This design comes from an exercise in tuning for small area, a short achievable clock period and few clock cycles per item on the open sky130 flow, not from production work. Where RTL was checked, it was by simulation tests only, not by an equivalence proof against the original. No activity file was given, so power comes from the tool's default toggle rates.

Design tlb_lru_random_replace_top, start of the top module:
module tlb_lru_random_replace_top(
	input  logic                 clk,
	input  logic                 arst_n,
	input  logic                 cfg_we,
	input  logic                 cfg_data,
	input  logic                 in_valid,
	output logic                 in_stall,
	input  tlbrr_pkg::in_item_t  in_data,
	output logic                 out_valid,
	input  logic                 out_stall,
	output tlbrr_pkg::out_item_t out_data
);
Size in the first run: about 3100 cells after synthesis, roughly 48 I/O pins, ~45000 sq um of cells after synthesis.
==> flow/config.mk <==
export PLATFORM = sky130hd
export DESIGN_NAME = tlb_lru_random_replace_top
export DESIGN_NICKNAME = tlb_lru_random_replace_top
export VERILOG_FILES = /design/flow/design.v
export SDC_FILE = /design/flow/constraint.sdc
export NUM_CORES = 4
export LEC_CHECK = 0
export CAP_MARGIN = 20
export CORE_MARGIN = 2
export CORE_UTILIZATION = 40
export CTS_CLUSTER_DIAMETER = 100
export CTS_CLUSTER_SIZE = 24
export SETUP_SLACK_MARGIN = 4.4
export SLEW_MARGIN = 60
==> flow/constraint.sdc <==
create_clock -name core_clock -period 7.5 [get_ports {clk}]
set_input_delay 1.5000 -clock core_clock [delete_from_list [all_inputs] [get_ports {clk}]]
set_output_delay 1.5000 -clock core_clock [all_outputs]
set_load 0.01 [all_outputs]
run.sh (not shown) runs the stock make flow with config.mk's settings and CLKGATE_MAP_FILE= SYNTH_SCRIPT=/design/flow/synth_recipe.tcl, a recipe that flattens the netlist after the stock synthesis.
The first run went through all stages and came out clean.
Testbench counts at the start, summed over its fixed seeds: cycles 20,832, items 20,800.
==> next run, changes <==
- SETUP_SLACK_MARGIN: 4.4 -> 4.8
Result: Cell count went up by 4.8%. Sequential cell count does not change. Clock-buffer cell count goes up by 2. Total power is higher by 4.4%. Setup slack gets better by 0.19 ns. Clock skew went up by 0.010 ns. Utilization rose by 3.8 points. Non-clock buffer count goes up by 223. Wire length goes up by 11%. Final area climbs by 8.6%. Die area stays the same.
==> next run, changes <==
- SETUP_SLACK_MARGIN: 4.8 -> 4.7
After rerunning: Utilization went down by 2.0 points; combinational power went down by about 9%; synthesized cell count is unchanged.
==> next run, changes <==
- SETUP_SLACK_MARGIN: 4.7 -> 4.5
Effect: Utilization came out lower by 1.6 points. Die area stays the same. Total power drops by 1.9%. Synthesized area stays the same. Flip-flop and latch count does not change. Global-route usage is lower by 0.24 points. Final cell count came out lower by 2.4%. Clock power fell by about 1%. First-iteration DRC count went down by 14%.
==> next run, changes <==
- SETUP_SLACK_MARGIN: 4.5 -> 4.6
After rerunning:
- The changed run finished clean
- non-clock buffer count is higher by 22
- cell area increases slightly
- global-route usage stays flat
- combinational power barely changes
- power went up slightly
- clock-buffer cell count stays the same
- sequential cell count is unchanged
- setup slack improves by 0.038 ns
- sequential power barely changes
- via count rises slightly
- routed wire length hardly moves

========
## indigo
Another version of the RTL of tlb_lru_random_replace_top (not shown whole).
Size: about 3,100 cells after synthesis, ~1,000 flip-flops, roughly 48 I/O pins, roughly 45,000 um^2 of cells after synthesis.
Settings: LEC_CHECK=0, CAP_MARGIN=20, CORE_MARGIN=2, CORE_UTILIZATION=40, CTS_CLUSTER_DIAMETER=100, CTS_CLUSTER_SIZE=24, SETUP_SLACK_MARGIN=4.5, SLEW_MARGIN=20; clock period 7.5 ns.
Changes in maple relative to indigo:
# indigo
export LEC_CHECK = 0
export CAP_MARGIN = 20
export CORE_MARGIN = 2
export CORE_UTILIZATION = 40
export CTS_CLUSTER_DIAMETER = 100
export CTS_CLUSTER_SIZE = 24
export SETUP_SLACK_MARGIN = 4.5
export SLEW_MARGIN = 20
create_clock -name core_clock -period 7.5 [get_ports {clk}]
# maple
export LEC_CHECK = 0
export CAP_MARGIN = 20
export CORE_MARGIN = 2
export CORE_UTILIZATION = 40
export CTS_BUF_LIST = sky130_fd_sc_hd__clkbuf_8
export CTS_CLUSTER_SIZE = 20
export SETUP_SLACK_MARGIN = 4.5
export SLEW_MARGIN = 20
create_clock -name core_clock -period 7.5 [get_ports {clk}]
[summary]
Smallest hold slack: maple < indigo. Comparing indigo and maple, the higher combinational power share was measured on indigo. For the sequential fraction of total cell area, maple came in 2.3 points lower than indigo did. maple vs indigo: number of cells traversed by the worst register-to-register path up in maple. Looking at routed wire length, maple sits 2.3% above indigo.
### maple -> onyx
# maple
export LEC_CHECK = 0
export CAP_MARGIN = 20
export CORE_MARGIN = 2
export CORE_UTILIZATION = 40
export CTS_BUF_LIST = sky130_fd_sc_hd__clkbuf_8
export CTS_CLUSTER_SIZE = 20
export SETUP_SLACK_MARGIN = 4.5
export SLEW_MARGIN = 20
create_clock -name core_clock -period 7.5 [get_ports {clk}]
# onyx
export LEC_CHECK = 0
export CAP_MARGIN = 20
export CORE_MARGIN = 2
export CORE_UTILIZATION = 40
export CTS_CLUSTER_DIAMETER = 100
export CTS_CLUSTER_SIZE = 24
export SETUP_SLACK_MARGIN = 4.5
export SLEW_MARGIN = 60
create_clock -name core_clock -period 7.5 [get_ports {clk}]
Results
- In onyx relative to maple, number of cells in the finished layout apart from fillers had gone down by a few percent.
- Higher power was reported by maple, not onyx.
- Looking only at multi-input gate share of the layout cell area, and setting everything else aside, the lower value of onyx and maple goes to maple.
- Run comparison: maple end point of the critical path u_dp.frame_q[145]; onyx end point of the critical path u_dp.page_q[26]
- Relative to maple, onyx improves final hold slack.
- maple has lower detailed-route wire length per cell than onyx.
- onyx against maple: source-to-sink clock delay at the later pin of the worst-skew pair lost 0.18 ns, number of enable-type register cells in the synthesized netlist neither gained nor lost much, multi-input gate count lost 9, largest vdd supply drop picked up an extra 0.025 mV.
Edits applied to the flow inputs when going from onyx to zinc:
# onyx
export LEC_CHECK = 0
export CAP_MARGIN = 20
export CORE_MARGIN = 2
export CORE_UTILIZATION = 40
export CTS_CLUSTER_DIAMETER = 100
export CTS_CLUSTER_SIZE = 24
export SETUP_SLACK_MARGIN = 4.5
export SLEW_MARGIN = 60
create_clock -name core_clock -period 7.5 [get_ports {clk}]
# zinc
export LEC_CHECK = 0
export CAP_MARGIN = 20
export CORE_MARGIN = 2
export CORE_UTILIZATION = 40
export CTS_CLUSTER_DIAMETER = 100
export CTS_CLUSTER_SIZE = 24
export SETUP_SLACK_MARGIN = 4.3
export SLEW_MARGIN = 20
create_clock -name core_clock -period 7.5 [get_ports {clk}]
--- outcome ---
onyx vs zinc, slowest stage cell on the critical path: sky130_fd_sc_hd__dfstp_2 vs sky130_fd_sc_hd__or4_4
In zinc the layout-stage area growth over the synthesis result turned out 4.6 points lower than in onyx.
Comparing onyx against zinc, there is no change at all in inverter count.
zinc vs. onyx: largest clock skew in the final design fell by 0.034 ns, total power draw went down, sequential share of layout area shows an increase of 2.3 points, met3 usage up 0.29 points.
Looking at start point of the critical path, the u_dp.b_match_q[1] result is from zinc; the u_dp.lru_q[5] one comes from onyx.
The following lists how willow was set up differently from zinc:
# zinc
export LEC_CHECK = 0
export CAP_MARGIN = 20
export CORE_MARGIN = 2
export CORE_UTILIZATION = 40
export CTS_CLUSTER_DIAMETER = 100
export CTS_CLUSTER_SIZE = 24
export SETUP_SLACK_MARGIN = 4.3
export SLEW_MARGIN = 20
create_clock -name core_clock -period 7.5 [get_ports {clk}]
# willow
export LEC_CHECK = 0
export ABC_AREA = 1
export CAP_MARGIN = 20
export CORE_MARGIN = 2
export CORE_UTILIZATION = 40
export CTS_CLUSTER_DIAMETER = 100
export CTS_CLUSTER_SIZE = 24
export SETUP_SLACK_MARGIN = 4.5
export SLEW_MARGIN = 60
create_clock -name core_clock -period 7.5 [get_ports {clk}]
Findings:
Every run in the comparison, zinc and willow, completed the flow with a clean layout.
Fmax: willow lower than zinc
Looking at critical path startpoint, the u_dp.b_match_q[0] result is from willow; the u_dp.b_match_q[1] one comes from zinc.
From zinc to willow the numbers moved as follows: worst slack on hold paths lost 0.0077 ns; via count has increased.
Sort zinc and willow by register share of the cell area asc -> top: willow
Run comparison: zinc library cell contributing the largest single delay on the critical path sky130_fd_sc_hd__or4_4; willow library cell contributing the largest single delay on the critical path sky130_fd_sc_hd__dfxtp_4
Looking at via count normalized by instance count, willow sits 0.48% lower than zinc does.
Changes in xenon relative to willow:
# willow
export LEC_CHECK = 0
export ABC_AREA = 1
export CAP_MARGIN = 20
export CORE_MARGIN = 2
export CORE_UTILIZATION = 40
export CTS_CLUSTER_DIAMETER = 100
export CTS_CLUSTER_SIZE = 24
export SETUP_SLACK_MARGIN = 4.5
export SLEW_MARGIN = 60
create_clock -name core_clock -period 7.5 [get_ports {clk}]
# xenon
export LEC_CHECK = 0
export CAP_MARGIN = 20
export CORE_MARGIN = 2
export CORE_UTILIZATION = 40
export SETUP_SLACK_MARGIN = 4.5
export SLEW_MARGIN = 20
create_clock -name core_clock -period 7.5 [get_ports {clk}]
==> comparison <==
Detailed route, xenon vs willow: via total lower for xenon. The highest metal layer used by the detailed router comes out met4 in one run and met5 in the other, namely in xenon and willow respectively. Met3 wirelength from detailed routing in xenon vs willow: down 20%. Comparing willow and xenon, the higher clock distribution power is on xenon. Compare willow and xenon | compound-gate portion of the synthesized area higher: willow. Diff willow -> xenon | met1 wire length | down by a little under 10%. Count of non-filler cells in the finished layout, xenon vs willow: down by more than 10%. Number of inserted filler cells in the final layout in xenon vs willow: down 87. The starting density of the core reported for xenon is greater than that of willow by 0.15 points.
No functional check of the RTL was part of any run of this note.

==> port drivers added, routing unchanged <==
How much do the figures lean on ideal ports? The routed layouts below were timed once more, with nothing changed but the port constraints.
Step 1 (the two cells are an assumption about what drives the block):
set clk [get_ports {clk}]
set_driving_cell -lib_cell sky130_fd_sc_hd__clkbuf_16 $clk
set_driving_cell -lib_cell sky130_fd_sc_hd__buf_2 [delete_from_list [all_inputs] $clk]
Step 2 moves the port delays by t, midway between the first and last clock arrival at a register: inputs arrive t later, outputs are due t later. That takes back most of the time a late clock gives input paths.
Three values: no drivers, after step 1, after step 2; two values: the first two.
| run | shift t [ns] | setup WS [ns] | pins driven straight from the clock port |
|---|---|---|---|
| the first run of note 1 | 0.721 | 4.463 / 4.397 / 3.846 | 1 |
| the second run of note 1 | 0.750 | 4.655 / 4.637 / 4.186 | 1 |
| the third run of note 1 | 0.739 | 4.677 / 4.605 / 4.023 | 1 |
| the fourth run of note 1 | 0.734 | 4.581 / 4.515 / 3.933 | 1 |
| the fifth run of note 1 | 0.744 | 4.619 / 4.588 / 3.926 | 1 |
| indigo | 0.732 | 4.367 / 4.367 / 3.896 | 1 |
| maple | 0.919 | 4.351 / 4.351 / 3.665 | 1 |
| onyx | 0.740 | 4.431 / 4.431 / 3.884 | 1 |
| zinc | 0.730 | 4.237 / 4.237 / 3.721 | 1 |
| willow | 0.730 | 4.052 / 4.052 / 3.814 | 1 |
| xenon | 0.774 | 4.406 / 4.406 / 3.763 | 1 |
After both steps every run listed still meets setup and hold. The setup slack of the fifth run of note 1, which loses most, moves by -0.031 ns with the drivers and by -0.693 ns with both steps.
